Background: an optimization exercise with open tools, aiming at a short achievable clock period and few clock cycles. Do not read the settings as production practice.
Only simulation tests tie the RTL to the original design; equivalence was not proved.
No activity file was given, so power comes from the tool's default toggle rates.

==> 01-10 <==
==> flow/design.v (excerpt) <==
module cpu_top (
    input  logic             clk,
    input  logic             rst_n,
    input  logic [32-1:0] instr,
    output logic [32-1:0] i_addr,
    input  logic [32-1:0] mem_rd_data,
    output logic [32-1:0] mem_addr,
    output logic [32-1:0] mem_wr_data,
    output logic             mem_wr,
    output logic             halted
);
Settings: LEC_CHECK=0, CAP_MARGIN=35, CORE_MARGIN=2, CORE_UTILIZATION=40, PLACE_DENSITY=0.6, SETUP_SLACK_MARGIN=3.8, SLEW_MARGIN=35, SYNTH_HIERARCHICAL=1, SYNTH_MINIMUM_KEEP_SIZE=0; clock period 7.0 ns.
run.sh (not shown) runs the stock make flow with config.mk's settings and CLKGATE_MAP_FILE= SYNTH_SCRIPT=/design/flow/synth_recipe.tcl, a recipe that flattens the netlist after the stock synthesis.
==> 09-15: changes against 01-10 <==
--- a/flow/design.v
+++ b/flow/design.v
@@ -97,25 +97,26 @@
 `timescale 1ns/100ps
 module hazard_unit (
     input  logic [5-1:0] id_rs,
     input  logic [5-1:0] id_rt,
     input  logic               id_use_rs,
     input  logic               id_use_rt,
+    input  logic               id_branch,
     input  logic [5-1:0] ex_dest,
     input  logic               ex_valid,
     input  logic               ex_mem_rd,
     output logic               fwd_rs,
     output logic               fwd_rt,
     output logic               stall
 );
     logic hit_rs, hit_rt;
     assign hit_rs = ex_valid && (ex_dest != '0) && (ex_dest == id_rs);
     assign hit_rt = ex_valid && (ex_dest != '0) && (ex_dest == id_rt);
     assign fwd_rs = hit_rs;
     assign fwd_rt = hit_rt;
-    assign stall = ex_mem_rd && ((hit_rs && id_use_rs) || (hit_rt && id_use_rt));
+    assign stall = (hit_rs && id_use_rs && (ex_mem_rd || !id_branch)) || (hit_rt && id_use_rt);
 endmodule
 `timescale 1ns/100ps
 module exec_unit (
     input  logic              op_add,
     input  logic              op_sub,
     input  logic              op_and,
@@ -133,12 +134,54 @@
     assign alu_res = ({32{op_add}} & sum)
                    | ({32{op_sub}} & diff)
                    | ({32{op_and}} & (src_a & src_b))
                    | ({32{op_or}}  & (src_a | src_b))
                    | {{(32-1){1'b0}}, op_slt & lt};
 endmodule
+module res_flags (
+    input  logic              op_add,
+    input  logic              op_sub,
+    input  logic              op_and,
+    input  logic              op_or,
+    input  logic              op_slt,
+    input  logic [32-1:0]  src_a,
+    input  logic [32-1:0]  src_b,
+    output logic              is0,
+    output logic              is1
+);
+    logic [32-1:0] b, p, o, g, n, r;
+    logic             cin, hi0, hi1, up, lt, diff_neg;
+    assign cin = op_sub || op_slt;
+    assign b   = cin ? ~src_b : src_b;
+    assign p   = src_a ^ b;
+    assign o   = src_a | b;
+    assign g   = src_a & b;
+    assign up  = &(~(p[32-1:2] ^ o[32-2:1]));
+    assign hi0 = up && (p[1] == o[0]) && (p[0] == cin);
+    assign hi1 = up && (p[1] == g[0]) && (p[0] != cin);
+    logic [32-1:0] diff;
+    prefix_add #(.W(32)) u_diff (.a(src_a), .b(~src_b), .cin(1'b1), .sum(diff));
+    assign lt = (src_a[32-1] ^ src_b[32-1]) ? src_a[32-1] : diff[32-1];
+    assign n = src_a & src_b;
+    assign r = src_a | src_b;
+    always_comb begin
+        if (op_and) begin
+            is0 = (n == '0);
+            is1 = (n == 32'd1);
+        end else if (op_or) begin
+            is0 = (r == '0);
+            is1 = (r == 32'd1);
+        end else if (op_slt) begin
+            is0 = !lt;
+            is1 = lt;
+        end else begin
+            is0 = hi0;
+            is1 = hi1;
+        end
+    end
+endmodule
 module prefix_add #(
     parameter int W = 32
 ) (
     input  logic [W-1:0] a,
     input  logic [W-1:0] b,
     input  logic         cin,
@@ -222,12 +265,13 @@
     end
 endmodule
 `timescale 1ns/100ps
 module pipeline (
     input  logic               clk,
     input  logic               rst_n,
+    input  logic               rf_rst_n,
     input  logic [32-1:0]   instr,
     output logic [32-1:0]   i_addr,
     input  logic [32-1:0]   mem_rd_data,
     output logic [32-1:0]   mem_addr,
     output logic [32-1:0]   mem_wr_data,
     output logic               mem_wr,
@@ -238,65 +282,61 @@
     output logic [5-1:0] rd,
     output logic [32-1:0]   reg_wr_data,
     output logic               reg_wr,
     output logic               halted
 );
     localparam int PCW   = 32 - 2;    
-    localparam int BHT_AW = 6;
-    localparam int BHT_N  = 1 << BHT_AW;
     localparam int NREGS  = 1 << 5;
     logic [PCW-1:0]    pc;
     logic [PCW-1:0]    f_pc1, f_tgt;
     logic [5:0]        f_op;
     logic              f_is_j, f_is_br, f_static, f_pred;
-    logic [1:0]        bht [BHT_N];
-    logic              f_known, f_zero;
+    logic              f_known, f_zero, wb_is0, wb_is1, d_zero;
     logic [NREGS-1:0]  zflag, oflag;
     logic              d_is_dec, m_is0, m_is1;
+    logic [5-1:0] f_dest, d_dest;
+    logic              f_is_dec;
     logic              d_valid;
     logic [32-1:0]  d_instr;
-    logic [PCW-1:0]    d_alt;
+    logic [PCW-1:0]    d_pc1, d_tgt;
     logic              d_pred;
-    logic              d_static;
-    logic [BHT_AW-1:0] d_bidx;
     logic              dec_add, dec_sub, dec_and, dec_or, dec_slt;
     logic              dec_use_imm, dec_mem_rd, dec_mem_wr;
     logic              dec_branch, dec_branch_nz, dec_jump, dec_halt;
     logic              dec_use_rs, dec_use_rt;
     logic [5-1:0] dec_dest;
     logic [32-1:0]  dec_imm;
     logic              haz_fwd_rs, haz_fwd_rt, stall;
     logic              e_valid;
     logic              e_add, e_sub, e_and, e_or, e_slt;
     logic              e_mem_rd, e_mem_wr, e_branch, e_nz, e_halt;
-    logic              e_fwd_a, e_fwd_b, e_fwd_sd;
+    logic              e_fwd_a;
     logic [5-1:0] e_dest;
     logic [32-1:0]  e_a, e_b, e_sd;
     logic              e_za;
-    logic              e_pred, e_static;
+    logic              e_pred;
     logic [PCW-1:0]    e_alt;
-    logic [BHT_AW-1:0] e_bidx;
     logic [32-1:0]  x_a, x_b, x_sd, x_res;
     logic              x_zero, x_taken, mispred, halting;
     logic              m_valid, m_mem_rd, m_wr;
     logic [5-1:0] m_dest;
     logic [32-1:0]  m_res, m_sd;
-    logic              m_zero;
+    logic              m_zero, x_is0, x_is1;
     logic [32-1:0]  wb_data;
     assign i_addr = {pc, 2'b00};
     assign f_op    = instr[31:26];
     assign f_is_j  = (f_op == cpu_pkg::OP_J);
     assign f_is_br = (f_op == cpu_pkg::OP_BEQZ) || (f_op == cpu_pkg::OP_BNEZ);
     assign f_static = (f_op == cpu_pkg::OP_BNEZ) || instr[15];
     assign f_pred   = f_is_j || (f_is_br && (f_known ? (f_zero ^ f_op[0]) :
-                                                       (f_static ^ !bht[pc[BHT_AW-1:0]][1])));
+                                                       f_static));
     logic [5-1:0] f_rs;
     logic               f_rs0, f_id_wr, f_ex_wr, f_m_wr, f_v_known, f_v_zero, f_v_one;
     assign f_rs      = instr[25:21];
     assign f_rs0     = (f_rs == '0);
-    assign f_id_wr   = d_valid && (dec_dest == f_rs);
+    assign f_id_wr   = d_valid && (d_dest == f_rs);
     assign f_ex_wr   = e_valid && (e_dest == f_rs);
     assign f_m_wr    = m_valid && (m_dest == f_rs);
     assign f_v_known = !f_ex_wr && !(f_m_wr && m_mem_rd);
     assign f_v_zero  = f_m_wr ? m_is0 : zflag[f_rs];
     assign f_v_one   = f_m_wr ? m_is1 : oflag[f_rs];
     assign f_known   = f_rs0 || (f_v_known && (!f_id_wr || d_is_dec));
@@ -305,57 +345,61 @@
     logic [16:0]       f_lo;
     prefix_inc #(.W(PCW)) u_pc_inc (.a(pc), .sum(f_pc1));
     prefix_inc #(.W(PCW-16)) u_hi_inc (.a(pc[PCW-1:16]), .sum(pc_hi_inc));
     prefix_inc #(.W(PCW-16)) u_hi_dec (.a(~pc[PCW-1:16]), .sum(pc_hi_m1));
     assign pc_hi_dec = ~pc_hi_m1;
     prefix_add #(.W(17)) u_tgt (.a({1'b0, pc[15:0]}), .b({1'b0, instr[15:0]}), .cin(1'b1), .sum(f_lo));
-    always_comb begin
-        case ({f_lo[16], instr[15]})
-            2'b10:   f_tgt = {pc_hi_inc, f_lo[15:0]};
-            2'b01:   f_tgt = {pc_hi_dec, f_lo[15:0]};
-            default: f_tgt = {pc[PCW-1:16], f_lo[15:0]};
-        endcase
-    end
-    always_ff @(posedge clk) begin
-        if (!rst_n)
-            pc <= '0;
-        else if (mispred)
-            pc <= e_alt;
-        else if (!stall && !halting && !halted)
-            pc <= f_pred ? f_tgt : f_pc1;
-    end
+    logic [PCW-17:0]   hi_c0, hi_c1;
+    assign hi_c0 = instr[15] ? pc_hi_dec : pc[PCW-1:16];
+    assign hi_c1 = instr[15] ? pc[PCW-1:16] : pc_hi_inc;
+    assign f_tgt = {f_lo[16] ? hi_c1 : hi_c0, f_lo[15:0]};
+    logic [PCW-1:0] pc_seq;
+    logic           pc_adv;
+    assign pc_adv = !mispred && !stall && !halting && !halted;
+    assign pc_seq = !rst_n ? '0 : mispred ? e_alt : pc_adv ? f_pc1 : pc;
+    always_ff @(posedge clk)
+        pc <= (rst_n && pc_adv && f_pred) ? f_tgt : pc_seq;
     always_ff @(posedge clk) begin
         if (!rst_n)
             d_valid <= 1'b0;
         else if (mispred || halting || halted)
             d_valid <= 1'b0;
         else if (!stall)
             d_valid <= 1'b1;
     end
+    decode u_fdecode (
+        .instr(instr),
+        .op_add(), .op_sub(), .op_and(), .op_or(), .op_slt(),
+        .use_imm(), .mem_rd(), .mem_wr(),
+        .branch(), .branch_nz(), .jump(), .halt(),
+        .use_rs(), .use_rt(), .dest(f_dest), .imm()
+    );
+    assign f_is_dec = (f_op == cpu_pkg::OP_ADDI) && (instr[25:21] == instr[20:16]) &&
+                      (instr[15:0] == 16'hffff);
     always_ff @(posedge clk) begin
         if (!stall) begin
             d_instr  <= instr;
+            d_dest   <= f_dest;
+            d_is_dec <= f_is_dec;
             d_pred   <= f_pred;
-            d_static <= f_static;
-            d_alt    <= f_pred ? f_pc1 : f_tgt;
-            d_bidx   <= pc[BHT_AW-1:0];
+            d_pc1    <= f_pc1;
+            d_tgt    <= f_tgt;
         end
     end
     assign rs1 = d_instr[25:21];
     assign rs2 = d_instr[20:16];
-    assign d_is_dec = (d_instr[31:26] == cpu_pkg::OP_ADDI) && (d_instr[25:21] == d_instr[20:16]) &&
-                      (d_instr[15:0] == 16'hffff);
     decode u_decode (
         .instr(d_instr),
         .op_add(dec_add), .op_sub(dec_sub), .op_and(dec_and), .op_or(dec_or), .op_slt(dec_slt),
         .use_imm(dec_use_imm), .mem_rd(dec_mem_rd), .mem_wr(dec_mem_wr),
         .branch(dec_branch), .branch_nz(dec_branch_nz), .jump(dec_jump), .halt(dec_halt),
         .use_rs(dec_use_rs), .use_rt(dec_use_rt), .dest(dec_dest), .imm(dec_imm)
     );
     hazard_unit u_hazard (
         .id_rs(rs1), .id_rt(rs2), .id_use_rs(dec_use_rs), .id_use_rt(dec_use_rt),
+        .id_branch(dec_branch),
         .ex_dest(e_dest), .ex_valid(e_valid), .ex_mem_rd(e_mem_rd),
         .fwd_rs(haz_fwd_rs), .fwd_rt(haz_fwd_rt), .stall(stall)
     );
     always_ff @(posedge clk) begin
         if (!rst_n)
             e_valid <= 1'b0;
@@ -372,81 +416,72 @@
         e_mem_wr <= dec_mem_wr;
         e_branch <= dec_branch;
         e_nz     <= dec_branch_nz;
         e_halt   <= dec_halt;
         e_dest   <= dec_dest;
         e_a      <= bus_a;
-        e_za     <= (bus_a == '0);
+        e_za     <= d_zero;
         e_b      <= dec_use_imm ? dec_imm : bus_b;
         e_sd     <= bus_b;
         e_fwd_a  <= haz_fwd_rs;
-        e_fwd_b  <= haz_fwd_rt && !dec_use_imm;
-        e_fwd_sd <= haz_fwd_rt;
         e_pred   <= d_pred;
-        e_static <= d_static;
-        e_alt    <= d_alt;
-        e_bidx   <= d_bidx;
-    end
-    assign x_a  = e_fwd_a  ? m_res : e_a;
-    assign x_b  = e_fwd_b  ? m_res : e_b;
-    assign x_sd = e_fwd_sd ? m_res : e_sd;
+        e_alt    <= d_pred ? d_pc1 : d_tgt;
+    end
+    assign x_a  = e_a;
+    assign x_b  = e_b;
+    assign x_sd = e_sd;
     exec_unit u_exec (
         .op_add(e_add), .op_sub(e_sub), .op_and(e_and), .op_or(e_or), .op_slt(e_slt),
         .src_a(x_a), .src_b(x_b), .alu_res(x_res)
     );
     assign x_zero  = e_fwd_a ? m_zero : e_za;
     assign x_taken = x_zero ^ e_nz;
     assign mispred = e_valid && e_branch && (x_taken != e_pred);
     assign halting = e_valid && e_halt;
     always_ff @(posedge clk) begin
         if (!rst_n) begin
-            for (int i = 0; i < BHT_N; i++)
-                bht[i] <= 2'b10;
-        end else if (e_valid && e_branch) begin
-            if (x_taken == e_static) begin
-                if (bht[e_bidx] != 2'b11) bht[e_bidx] <= bht[e_bidx] + 2'b01;
-            end else begin
-                if (bht[e_bidx] != 2'b00) bht[e_bidx] <= bht[e_bidx] - 2'b01;
-            end
-        end
-    end
-    always_ff @(posedge clk) begin
-        if (!rst_n) begin
             m_valid <= 1'b0;
             m_wr    <= 1'b0;
             halted  <= 1'b0;
         end else begin
             m_valid <= e_valid;
             m_wr    <= e_valid && e_mem_wr;
             if (halting)
                 halted <= 1'b1;
         end
     end
+    res_flags u_flags (
+        .op_add(e_add), .op_sub(e_sub), .op_and(e_and), .op_or(e_or), .op_slt(e_slt),
+        .src_a(x_a), .src_b(x_b), .is0(x_is0), .is1(x_is1)
+    );
     always_ff @(posedge clk) begin
+        m_zero   <= x_is0;
+        m_is1    <= x_is1;
         m_mem_rd <= e_mem_rd;
         m_dest   <= e_dest;
         m_res    <= x_res;
         m_sd     <= x_sd;
     end
-    assign m_zero = (m_res == '0);
     assign m_is0  = m_zero;
-    assign m_is1  = (m_res == 32'd1);
     assign mem_addr    = m_res;
     assign mem_wr_data = m_sd;
     assign mem_wr      = m_wr;
     assign wb_data     = m_mem_rd ? mem_rd_data : m_res;
     assign reg_wr_data = wb_data;
     assign rd          = m_dest;
     assign reg_wr      = m_valid;
+    assign wb_is0 = m_mem_rd ? (mem_rd_data == '0) : m_is0;
+    assign wb_is1 = m_mem_rd ? (mem_rd_data == 32'd1) : m_is1;
+    assign d_zero = (m_valid && (m_dest != '0) && (m_dest == rs1)) ? wb_is0 : zflag[rs1];
     always_ff @(posedge clk) begin
-        if (!rst_n) begin
+        if (!rf_rst_n) begin
             zflag <= '1;
             oflag <= '0;
         end else if (m_valid && (m_dest != '0)) begin
-            zflag[m_dest] <= (wb_data == '0);
-            oflag[m_dest] <= (wb_data == 32'd1);
+            zflag[m_dest] <= wb_is0;
+            oflag[m_dest] <= wb_is1;
         end
     end
 endmodule
 `timescale 1ns/100ps
 module cpu_top (
     input  logic             clk,
@@ -463,21 +498,24 @@
     logic [32-1:0]   bus_b;
     logic [5-1:0] rs1;
     logic [5-1:0] rs2;
     logic [5-1:0] rd;
     logic [32-1:0]   reg_wr_data;
     logic               reg_wr;
+    logic rf_rst_n;
+    always_ff @(posedge clk)
+        rf_rst_n <= rst_n;
     pipeline u_pipeline (
-        .clk(clk), .rst_n(rst_n),
+        .clk(clk), .rst_n(rst_n), .rf_rst_n(rf_rst_n),
         .instr(instr), .i_addr(i_addr),
         .mem_rd_data(mem_rd_data), .mem_addr(mem_addr),
         .mem_wr_data(mem_wr_data), .mem_wr(mem_wr),
         .bus_a(bus_a), .bus_b(bus_b), .rs1(rs1), .rs2(rs2),
         .rd(rd), .reg_wr_data(reg_wr_data), .reg_wr(reg_wr),
         .halted(halted)
     );
     regfile u_regfile (
-        .clk(clk), .rst_n(rst_n),
+        .clk(clk), .rst_n(rf_rst_n),
         .rs1(rs1), .rs2(rs2), .bus_a(bus_a), .bus_b(bus_b),
         .rd(rd), .wr_data(reg_wr_data), .wr_en(reg_wr)
     );
 endmodule
==> flow/config.mk (replaced) <==
export PLATFORM = sky130hd
export DESIGN_NAME = cpu_top
export DESIGN_NICKNAME = cpu_top
export VERILOG_FILES = /design/flow/design.v
export SDC_FILE = /design/flow/constraint.sdc
export NUM_CORES = 4
export LEC_CHECK = 0
export CAP_MARGIN = 35
export CORE_MARGIN = 2
export CORE_UTILIZATION = 65
export PLACE_DENSITY = 0.8
export SETUP_SLACK_MARGIN = 3.8
export SLEW_MARGIN = 35
export SYNTH_HIERARCHICAL = 1
export SYNTH_MINIMUM_KEEP_SIZE = 0
==> 02-05: changes against 01-10 <==
--- a/flow/design.v
+++ b/flow/design.v
@@ -249,12 +249,14 @@
     logic [5:0]        f_op;
     logic              f_is_j, f_is_br, f_static, f_pred;
     logic [1:0]        bht [BHT_N];
     logic              f_known, f_zero;
     logic [NREGS-1:0]  zflag, oflag;
     logic              d_is_dec, m_is0, m_is1;
+    logic [5-1:0] f_dest, d_dest;
+    logic              f_is_dec;
     logic              d_valid;
     logic [32-1:0]  d_instr;
     logic [PCW-1:0]    d_alt;
     logic              d_pred;
     logic              d_static;
     logic [BHT_AW-1:0] d_bidx;
@@ -265,13 +267,13 @@
     logic [5-1:0] dec_dest;
     logic [32-1:0]  dec_imm;
     logic              haz_fwd_rs, haz_fwd_rt, stall;
     logic              e_valid;
     logic              e_add, e_sub, e_and, e_or, e_slt;
     logic              e_mem_rd, e_mem_wr, e_branch, e_nz, e_halt;
-    logic              e_fwd_a, e_fwd_b, e_fwd_sd;
+    logic              e_fwd_a;
     logic [5-1:0] e_dest;
     logic [32-1:0]  e_a, e_b, e_sd;
     logic              e_za;
     logic              e_pred, e_static;
     logic [PCW-1:0]    e_alt;
     logic [BHT_AW-1:0] e_bidx;
@@ -290,13 +292,13 @@
     assign f_pred   = f_is_j || (f_is_br && (f_known ? (f_zero ^ f_op[0]) :
                                                        (f_static ^ !bht[pc[BHT_AW-1:0]][1])));
     logic [5-1:0] f_rs;
     logic               f_rs0, f_id_wr, f_ex_wr, f_m_wr, f_v_known, f_v_zero, f_v_one;
     assign f_rs      = instr[25:21];
     assign f_rs0     = (f_rs == '0);
-    assign f_id_wr   = d_valid && (dec_dest == f_rs);
+    assign f_id_wr   = d_valid && (d_dest == f_rs);
     assign f_ex_wr   = e_valid && (e_dest == f_rs);
     assign f_m_wr    = m_valid && (m_dest == f_rs);
     assign f_v_known = !f_ex_wr && !(f_m_wr && m_mem_rd);
     assign f_v_zero  = f_m_wr ? m_is0 : zflag[f_rs];
     assign f_v_one   = f_m_wr ? m_is1 : oflag[f_rs];
     assign f_known   = f_rs0 || (f_v_known && (!f_id_wr || d_is_dec));
@@ -328,25 +330,34 @@
             d_valid <= 1'b0;
         else if (mispred || halting || halted)
             d_valid <= 1'b0;
         else if (!stall)
             d_valid <= 1'b1;
     end
+    decode u_fdecode (
+        .instr(instr),
+        .op_add(), .op_sub(), .op_and(), .op_or(), .op_slt(),
+        .use_imm(), .mem_rd(), .mem_wr(),
+        .branch(), .branch_nz(), .jump(), .halt(),
+        .use_rs(), .use_rt(), .dest(f_dest), .imm()
+    );
+    assign f_is_dec = (f_op == cpu_pkg::OP_ADDI) && (instr[25:21] == instr[20:16]) &&
+                      (instr[15:0] == 16'hffff);
     always_ff @(posedge clk) begin
         if (!stall) begin
             d_instr  <= instr;
+            d_dest   <= f_dest;
+            d_is_dec <= f_is_dec;
             d_pred   <= f_pred;
             d_static <= f_static;
             d_alt    <= f_pred ? f_pc1 : f_tgt;
             d_bidx   <= pc[BHT_AW-1:0];
         end
     end
     assign rs1 = d_instr[25:21];
     assign rs2 = d_instr[20:16];
-    assign d_is_dec = (d_instr[31:26] == cpu_pkg::OP_ADDI) && (d_instr[25:21] == d_instr[20:16]) &&
-                      (d_instr[15:0] == 16'hffff);
     decode u_decode (
         .instr(d_instr),
         .op_add(dec_add), .op_sub(dec_sub), .op_and(dec_and), .op_or(dec_or), .op_slt(dec_slt),
         .use_imm(dec_use_imm), .mem_rd(dec_mem_rd), .mem_wr(dec_mem_wr),
         .branch(dec_branch), .branch_nz(dec_branch_nz), .jump(dec_jump), .halt(dec_halt),
         .use_rs(dec_use_rs), .use_rt(dec_use_rt), .dest(dec_dest), .imm(dec_imm)
@@ -371,27 +382,25 @@
         e_mem_rd <= dec_mem_rd;
         e_mem_wr <= dec_mem_wr;
         e_branch <= dec_branch;
         e_nz     <= dec_branch_nz;
         e_halt   <= dec_halt;
         e_dest   <= dec_dest;
-        e_a      <= bus_a;
+        e_a      <= haz_fwd_rs ? x_res : bus_a;
         e_za     <= (bus_a == '0);
-        e_b      <= dec_use_imm ? dec_imm : bus_b;
-        e_sd     <= bus_b;
+        e_b      <= (haz_fwd_rt && !dec_use_imm) ? x_res : (dec_use_imm ? dec_imm : bus_b);
+        e_sd     <= haz_fwd_rt ? x_res : bus_b;
         e_fwd_a  <= haz_fwd_rs;
-        e_fwd_b  <= haz_fwd_rt && !dec_use_imm;
-        e_fwd_sd <= haz_fwd_rt;
         e_pred   <= d_pred;
         e_static <= d_static;
         e_alt    <= d_alt;
         e_bidx   <= d_bidx;
     end
-    assign x_a  = e_fwd_a  ? m_res : e_a;
-    assign x_b  = e_fwd_b  ? m_res : e_b;
-    assign x_sd = e_fwd_sd ? m_res : e_sd;
+    assign x_a  = e_a;
+    assign x_b  = e_b;
+    assign x_sd = e_sd;
     exec_unit u_exec (
         .op_add(e_add), .op_sub(e_sub), .op_and(e_and), .op_or(e_or), .op_slt(e_slt),
         .src_a(x_a), .src_b(x_b), .alu_res(x_res)
     );
     assign x_zero  = e_fwd_a ? m_zero : e_za;
     assign x_taken = x_zero ^ e_nz;
==> flow/config.mk (replaced) <==
export PLATFORM = sky130hd
export DESIGN_NAME = cpu_top
export DESIGN_NICKNAME = cpu_top
export VERILOG_FILES = /design/flow/design.v
export SDC_FILE = /design/flow/constraint.sdc
export NUM_CORES = 4
export LEC_CHECK = 0
export CAP_MARGIN = 35
export CORE_MARGIN = 2
export CORE_UTILIZATION = 55
export PLACE_DENSITY = 0.7
export SETUP_SLACK_MARGIN = 3.8
export SLEW_MARGIN = 35
export SYNTH_HIERARCHICAL = 1
export SYNTH_MINIMUM_KEEP_SIZE = 0
==> comparison <==
Combinational power, lowest first: 09-15, 02-05, 01-10.
Total power, highest first: 01-10, 02-05, 09-15.
The lowest worst hold slack belongs to 02-05, the highest to 01-10.
The lowest count of clock-buffer cells in the layout belongs to 09-15, the highest to 01-10.
Clock power, highest first: 01-10, 02-05, 09-15.
Critical path depth, highest first: 01-10, 02-05, 09-15.
Testbench counts of 01-10, summed over its fixed seeds: cycles 350,824.
Testbench counts of 09-15, summed over its fixed seeds: cycles 354,653.
Testbench counts of 02-05, summed over its fixed seeds: cycles 350,824.

## static timing again, ports no longer ideal
In the flow no input, the clock included, has a driving cell. The finished layouts below were timed again as built, in two steps.
Step 1, drivers: a clkbuf_16 drives clk and a buf_2 each remaining input, both assumed.
Step 2 adds t to the input delays and takes it off the output delays; t is the mean of the earliest and latest rising clock arrival at the registers after step 1. Input paths then give back, and output paths get back, about the clock's delay inside the block.
Slacks: no drivers / after step 1 / after step 2; pairs: no drivers / after step 1.
run	t (ns)	setup slack, ns	clock arrival spread, ns	worst register clock-pin slew, ns	worst slew at a driven data input, ns
01-10	0.923	3.347 / 3.347 / 2.501	0.032 / 0.031	0.07 / 0.07	0.20
09-15	0.877	3.697 / 3.627 / 2.750	0.037 / 0.037	0.07 / 0.07	0.19
02-05	0.889	3.356 / 3.356 / 2.637	0.050 / 0.050	0.07 / 0.07	0.15
After both steps setup and hold are still met in every run listed. For 09-15, which loses most, drivers alone change the setup slack by -0.070 ns; drivers and shift together by -0.947 ns.
